Background: an optimization exercise with open tools, aiming at small area, a short achievable clock period and few clock cycles. Do not read the settings as production practice. Only simulation tests tie the RTL to the original design; equivalence was not proved. Power and IR drop assume default switching activity.

## the reference run
==> module tcdm_arbiter, before the edit <==
module tcdm_arbiter (
  input  logic                                         clk_i,
  input  logic                                         rst_n_i,
  input  logic [4-1:0]                    elig_i,
  input  logic [4*32-1:0]   addr_i,
  input  logic [4*32-1:0]   stride_i,
  input  logic                                         mem_gnt_i,
  output logic                                         req_o,
  output streamer_pkg::addr_t                          addr_o,
  output logic [4-1:0]                    sel_o,
  output logic [4-1:0]                    fire_o,
  output streamer_pkg::addr_t                          addr_inc_o
);
  localparam int unsigned N_CH = 4;
  localparam int unsigned AW   = 32;
  logic                req_q;
  logic [N_CH-1:0]     sel_q;
  streamer_pkg::addr_t addr_q;
  streamer_pkg::addr_t stride_q;
  streamer_pkg::addr_t inc_q;
  logic [N_CH-1:0]     cand;
  logic [N_CH-1:0]     pick;
  logic [N_CH-1:0]     sel_nx;
  logic                hold;
  streamer_pkg::addr_t addr_d;
  streamer_pkg::addr_t stride_d;
  streamer_pkg::addr_t inc_d;
  assign cand = elig_i & ~(req_q ? sel_q : '0);
  always_comb begin
    logic [2*N_CH-1:0] dbl;
    logic              found;
    pick  = '0;
    found = 1'b0;
    dbl   = {cand, cand};
    for (int unsigned p = 0; p < N_CH; p++) begin
      if (sel_q[p]) begin
        for (int unsigned off = 1; off <= N_CH; off++) begin
          if (!found && dbl[p + off]) begin
            found = 1'b1;
            pick[(p + off) % N_CH] = 1'b1;
          end
        end
      end
    end
  end
  assign hold   = req_q && !mem_gnt_i;
  assign sel_nx = hold ? sel_q : pick;
  assign req_o  = req_q;
  assign addr_o = addr_q;
  assign sel_o  = sel_q;
  assign fire_o = (req_q && mem_gnt_i) ? sel_q : '0;
  always_comb begin
    addr_d   = '0;
    stride_d = '0;
    for (int unsigned c = 0; c < N_CH; c++) begin
      addr_d   = addr_d   | ({AW{sel_nx[c]}} & addr_i[c*AW +: AW]);
      stride_d = stride_d | ({AW{sel_nx[c]}} & stride_i[c*AW +: AW]);
    end
  end
  always_ff @(posedge clk_i) begin
    if (!rst_n_i) begin
      req_q <= 1'b0;
      sel_q <= N_CH'(1);
    end else if (!hold) begin
      req_q <= (cand != '0);
      if (cand != '0) begin
        sel_q <= pick;
      end
    end
  end
  always_comb begin
    logic [AW-1:0] g;
    logic [AW-1:0] p;
    logic [AW-1:0] gn;
    logic [AW-1:0] pn;
    g = addr_q & stride_q;
    p = addr_q ^ stride_q;
    for (int unsigned lvl = 0; lvl < $clog2(AW); lvl++) begin
      gn = g;
      pn = p;
      for (int unsigned i = 0; i < AW; i++) begin
        if (i[lvl]) begin
          gn[i] = g[i] | (p[i] & g[((i >> lvl) << lvl) - 1]);
          pn[i] = p[i] & p[((i >> lvl) << lvl) - 1];
        end
      end
      g = gn;
      p = pn;
    end
    inc_d = (addr_q ^ stride_q) ^ {g[AW-2:0], 1'b0};
  end
  always_ff @(posedge clk_i) begin
    addr_q   <= addr_d;
    stride_q <= stride_d;
    inc_q    <= inc_d;
  end
  assign addr_inc_o = inc_q;
endmodule
clock: 5.5 ns
lec_check: 0
abc_area: 1
cap_margin: 20
core_margin: 2
core_utilization: 60
cts_buf_list: sky130_fd_sc_hd__clkbuf_8
cts_cluster_diameter: 60
cts_cluster_size: 14
place_density: 0.72
setup_slack_margin: 3.15
slew_margin: 20
standard.sh (not shown) runs the stock make flow with config.mk's settings and CLKGATE_MAP_FILE= SYNTH_SCRIPT=/design/flow/synth_recipe.tcl, a recipe that flattens the netlist after the stock synthesis.
==> flow/flow/run.sh <==
#!/bin/bash
# The standard layout, with the smallest buffer on every input and output port.
set -euo pipefail
cd "$(dirname "$0")/.."
export BUFFER_PORTS_ARGS="-buffer_cell sky130_fd_sc_hd__buf_1"
bash standard.sh > standard.log 2>&1
Testbench counts of the reference run, summed over its fixed seeds: cycles 11,327.
Modified inputs, the trial run compared to the reference run
diff --git a/flow/design.v b/flow/design.v
--- a/flow/design.v
+++ b/flow/design.v
@@ -263,4 +263,5 @@
   logic [N_CH-1:0]     cand;
   logic [N_CH-1:0]     pick;
+  logic [N_CH-1:0]     pri_q [N_CH];
   logic [N_CH-1:0]     sel_nx;
   logic                hold;
@@ -270,16 +271,12 @@
   assign cand = elig_i & ~(req_q ? sel_q : '0);
   always_comb begin
-    logic [2*N_CH-1:0] dbl;
-    logic              found;
-    pick  = '0;
-    found = 1'b0;
-    dbl   = {cand, cand};
-    for (int unsigned p = 0; p < N_CH; p++) begin
-      if (sel_q[p]) begin
-        for (int unsigned off = 1; off <= N_CH; off++) begin
-          if (!found && dbl[p + off]) begin
-            found = 1'b1;
-            pick[(p + off) % N_CH] = 1'b1;
-          end
+    for (int unsigned c = 0; c < N_CH; c++) begin
+      pick[c] = cand[c];
+      for (int unsigned j = 0; j < N_CH; j++) begin
+        if (j < c && cand[j] && pri_q[j][c]) begin
+          pick[c] = 1'b0;
+        end
+        if (j > c && cand[j] && !pri_q[c][j]) begin
+          pick[c] = 1'b0;
         end
       end
@@ -304,4 +301,9 @@
       req_q <= 1'b0;
       sel_q <= N_CH'(1);
+      for (int unsigned i = 0; i < N_CH; i++) begin
+        for (int unsigned j = i + 1; j < N_CH; j++) begin
+          pri_q[i][j] <= 1'b1;
+        end
+      end
     end else if (!hold) begin
       req_q <= (cand != '0);
@@ -309,4 +311,14 @@
         sel_q <= pick;
       end
+      for (int unsigned i = 0; i < N_CH; i++) begin
+        for (int unsigned j = i + 1; j < N_CH; j++) begin
+          if (pick[j]) begin
+            pri_q[i][j] <= 1'b1;
+          end
+          if (pick[i]) begin
+            pri_q[i][j] <= 1'b0;
+          end
+        end
+      end
     end
   end
Summed area of non-filler cells in the final layout: the trial run better than the reference run
The lower post-synthesis instance total of the trial run and the reference run is in the trial run.
Cmp the trial run vs the reference run: routed wirelength normalized by instance count lower in the trial run
Against the reference run, the trial run comes in 37 ps lower on hold slack.
[compare] base=the reference run new=the trial run: met1 layer wirelength in the final routing went down, total stage count of the critical path dropped 16, worst ir drop on vdd went down.
Compared with the reference run, in the trial run combinational cell fraction of total power fell 9.0 points; total power fell 11%.
Testbench counts of the trial run, summed over its fixed seeds: cycles 11,314.

---

redmule_streamer again, from the RTL that the note above started with.
clock: 5.5 ns
lec_check: 0
cap_margin: 20
core_margin: 2
core_utilization: 60
cts_cluster_diameter: 100
cts_cluster_size: 20
place_density: 0.72
setup_slack_margin: 3.0
slew_margin: 20
Scripts as last shown in full above: flow/flow/run.sh
Testbench counts at the start, summed over its fixed seeds: cycles 11,327.
Rerun with:
--- a/flow/design.v
+++ b/flow/design.v
@@ -262,6 +262,7 @@
   streamer_pkg::addr_t inc_q;
   logic [N_CH-1:0]     cand;
   logic [N_CH-1:0]     pick;
+  logic [N_CH-1:0]     pri_q [N_CH];
   logic [N_CH-1:0]     sel_nx;
   logic                hold;
   streamer_pkg::addr_t addr_d;
@@ -269,18 +270,14 @@
   streamer_pkg::addr_t inc_d;
   assign cand = elig_i & ~(req_q ? sel_q : '0);
   always_comb begin
-    logic [2*N_CH-1:0] dbl;
-    logic              found;
-    pick  = '0;
-    found = 1'b0;
-    dbl   = {cand, cand};
-    for (int unsigned p = 0; p < N_CH; p++) begin
-      if (sel_q[p]) begin
-        for (int unsigned off = 1; off <= N_CH; off++) begin
-          if (!found && dbl[p + off]) begin
-            found = 1'b1;
-            pick[(p + off) % N_CH] = 1'b1;
-          end
+    for (int unsigned c = 0; c < N_CH; c++) begin
+      pick[c] = cand[c];
+      for (int unsigned j = 0; j < N_CH; j++) begin
+        if (j < c && cand[j] && pri_q[j][c]) begin
+          pick[c] = 1'b0;
+        end
+        if (j > c && cand[j] && !pri_q[c][j]) begin
+          pick[c] = 1'b0;
         end
       end
     end
@@ -303,11 +300,26 @@
     if (!rst_n_i) begin
       req_q <= 1'b0;
       sel_q <= N_CH'(1);
+      for (int unsigned i = 0; i < N_CH; i++) begin
+        for (int unsigned j = i + 1; j < N_CH; j++) begin
+          pri_q[i][j] <= 1'b1;
+        end
+      end
     end else if (!hold) begin
       req_q <= (cand != '0);
       if (cand != '0) begin
         sel_q <= pick;
       end
+      for (int unsigned i = 0; i < N_CH; i++) begin
+        for (int unsigned j = i + 1; j < N_CH; j++) begin
+          if (pick[j]) begin
+            pri_q[i][j] <= 1'b1;
+          end
+          if (pick[i]) begin
+            pri_q[i][j] <= 1'b0;
+          end
+        end
+      end
     end
   end
   always_comb begin
Synthesized area climbs by 1.1%.
Cell count climbs by 10%.
Clock-buffer cell count climbs by 1.
Power is about the same.
Setup slack is worse by 0.18 ns.
Critical path depth drops by 2.
Core utilization climbs by 0.23 points.
Flip-flop and latch count climbs by 6.
Routed wire length climbs by 5.3%.
Cell area climbs by 2.5%.
Clock power climbs by about 2%.
Clock skew climbs by 0.011 ns.
First-iteration DRC count climbs by 31%.
Testbench counts after the change, summed over its fixed seeds: cycles 11,314.

---

old:
Starting RTL as in the previous note.
==> flow/config.mk <==
export PLATFORM = sky130hd
export DESIGN_NAME = redmule_streamer
export DESIGN_NICKNAME = redmule_streamer
export VERILOG_FILES = /design/flow/design.v
export SDC_FILE = /design/flow/constraint.sdc
export NUM_CORES = 4
export LEC_CHECK = 0
export CAP_MARGIN = 20
export CORE_MARGIN = 2
export CORE_UTILIZATION = 40
export CTS_CLUSTER_DIAMETER = 100
export CTS_CLUSTER_SIZE = 20
export SETUP_SLACK_MARGIN = 3.0
export SLEW_MARGIN = 20
==> flow/constraint.sdc <==
create_clock -name core_clock -period 5.5 [get_ports {clk_i}]
set_input_delay 1.1000 -clock core_clock [delete_from_list [all_inputs] [get_ports {clk_i}]]
set_output_delay 1.1000 -clock core_clock [all_outputs]
set_load 0.01 [all_outputs]
Scripts as last shown in full above: flow/flow/run.sh
Testbench counts of old, summed over its fixed seeds: cycles 11,327.
Relative to old, the following input files were edited for new:
diff --git a/flow/design.v b/flow/design.v
--- a/flow/design.v
+++ b/flow/design.v
@@ -263,4 +263,5 @@
   logic [N_CH-1:0]     cand;
   logic [N_CH-1:0]     pick;
+  logic [N_CH-1:0]     pri_q [N_CH];
   logic [N_CH-1:0]     sel_nx;
   logic                hold;
@@ -270,16 +271,12 @@
   assign cand = elig_i & ~(req_q ? sel_q : '0);
   always_comb begin
-    logic [2*N_CH-1:0] dbl;
-    logic              found;
-    pick  = '0;
-    found = 1'b0;
-    dbl   = {cand, cand};
-    for (int unsigned p = 0; p < N_CH; p++) begin
-      if (sel_q[p]) begin
-        for (int unsigned off = 1; off <= N_CH; off++) begin
-          if (!found && dbl[p + off]) begin
-            found = 1'b1;
-            pick[(p + off) % N_CH] = 1'b1;
-          end
+    for (int unsigned c = 0; c < N_CH; c++) begin
+      pick[c] = cand[c];
+      for (int unsigned j = 0; j < N_CH; j++) begin
+        if (j < c && cand[j] && pri_q[j][c]) begin
+          pick[c] = 1'b0;
+        end
+        if (j > c && cand[j] && !pri_q[c][j]) begin
+          pick[c] = 1'b0;
         end
       end
@@ -304,4 +301,9 @@
       req_q <= 1'b0;
       sel_q <= N_CH'(1);
+      for (int unsigned i = 0; i < N_CH; i++) begin
+        for (int unsigned j = i + 1; j < N_CH; j++) begin
+          pri_q[i][j] <= 1'b1;
+        end
+      end
     end else if (!hold) begin
       req_q <= (cand != '0);
@@ -309,4 +311,14 @@
         sel_q <= pick;
       end
+      for (int unsigned i = 0; i < N_CH; i++) begin
+        for (int unsigned j = i + 1; j < N_CH; j++) begin
+          if (pick[j]) begin
+            pri_q[i][j] <= 1'b1;
+          end
+          if (pick[i]) begin
+            pri_q[i][j] <= 1'b0;
+          end
+        end
+      end
     end
   end
[summary]
Total power per unit cell area of new falls short of that of old slightly.
Compared with old, new shows a lower proportion of synthesized area in mux cells.
Of old and new, the run reporting the lower placed standard-cell area was old.
new vs old — highest cell delay on the worst timing path dropped 0.05 ns.
For the simple-gate share of the synthesized area, new came in 5.5 points higher than old did.
The run showing the smaller data-path buffer share of cell area in the final layout is new.
a222oi_1 as the slowest cell on the critical path was reported by old, and fa_2 by new.
Of old and new, old shows the lower worst hold-check slack, with new above it.
Compared with old, new shows total detailed-routing wirelength that has gone up by a few percent.
On post-layout instance area, old and new are neck and neck.
Of the two values seen for start point of the critical path, x_ready_i was produced by old and i_arbiter.stride_q[0]$_DFF_P_ by new.
new ended up with a higher die boundary height than old did.
Testbench counts of new, summed over its fixed seeds: cycles 11,314.

[separate check: timing with driven ports]
The results above use ideal ports. As a check the final layouts listed here were re-extracted and re-timed, cells and wires unchanged.
Step 1 sets driving cells, clkbuf_16 on the clock port and buf_2 on the other inputs (assumed; they add their load-dependent delay and slew).
Step 2 also shifts input and output timing later by t, the mid clock arrival at the registers, as if the neighbouring blocks saw the same clock.
Slacks: no drivers / after step 1 / after step 2; pairs: no drivers / after step 1.
| run | shift t [ns] | slack for setup (ns) | worst hold slack (ns) | worst setup path after step 2 |
|---|---|---|---|---|
| the reference run | 0.742 | 2.988 / 2.988 / 2.327 | 0.502 / 0.502 / 0.502 | input to register |
| the trial run | 0.705 | 3.135 / 3.082 / 2.496 | 0.465 / 0.465 / 0.465 | input to register |
| the first run of note 2 | 0.593 | 2.937 / 2.955 / 2.362 | 0.434 / 0.434 / 0.434 | input to register |
| the second run of note 2 | 0.601 | 2.761 / 2.761 / 2.258 | 0.436 / 0.436 / 0.436 | input to register |
| old | 0.601 | 2.877 / 2.890 / 2.289 | 0.431 / 0.431 / 0.431 | input to register |
| new | 0.614 | 2.750 / 2.750 / 2.364 | 0.439 / 0.439 / 0.439 | input to register |
After both steps setup and hold are still met in every run listed. The setup slack of the reference run, which loses most, moves by 0.000 ns with the drivers and by -0.661 ns with both steps.
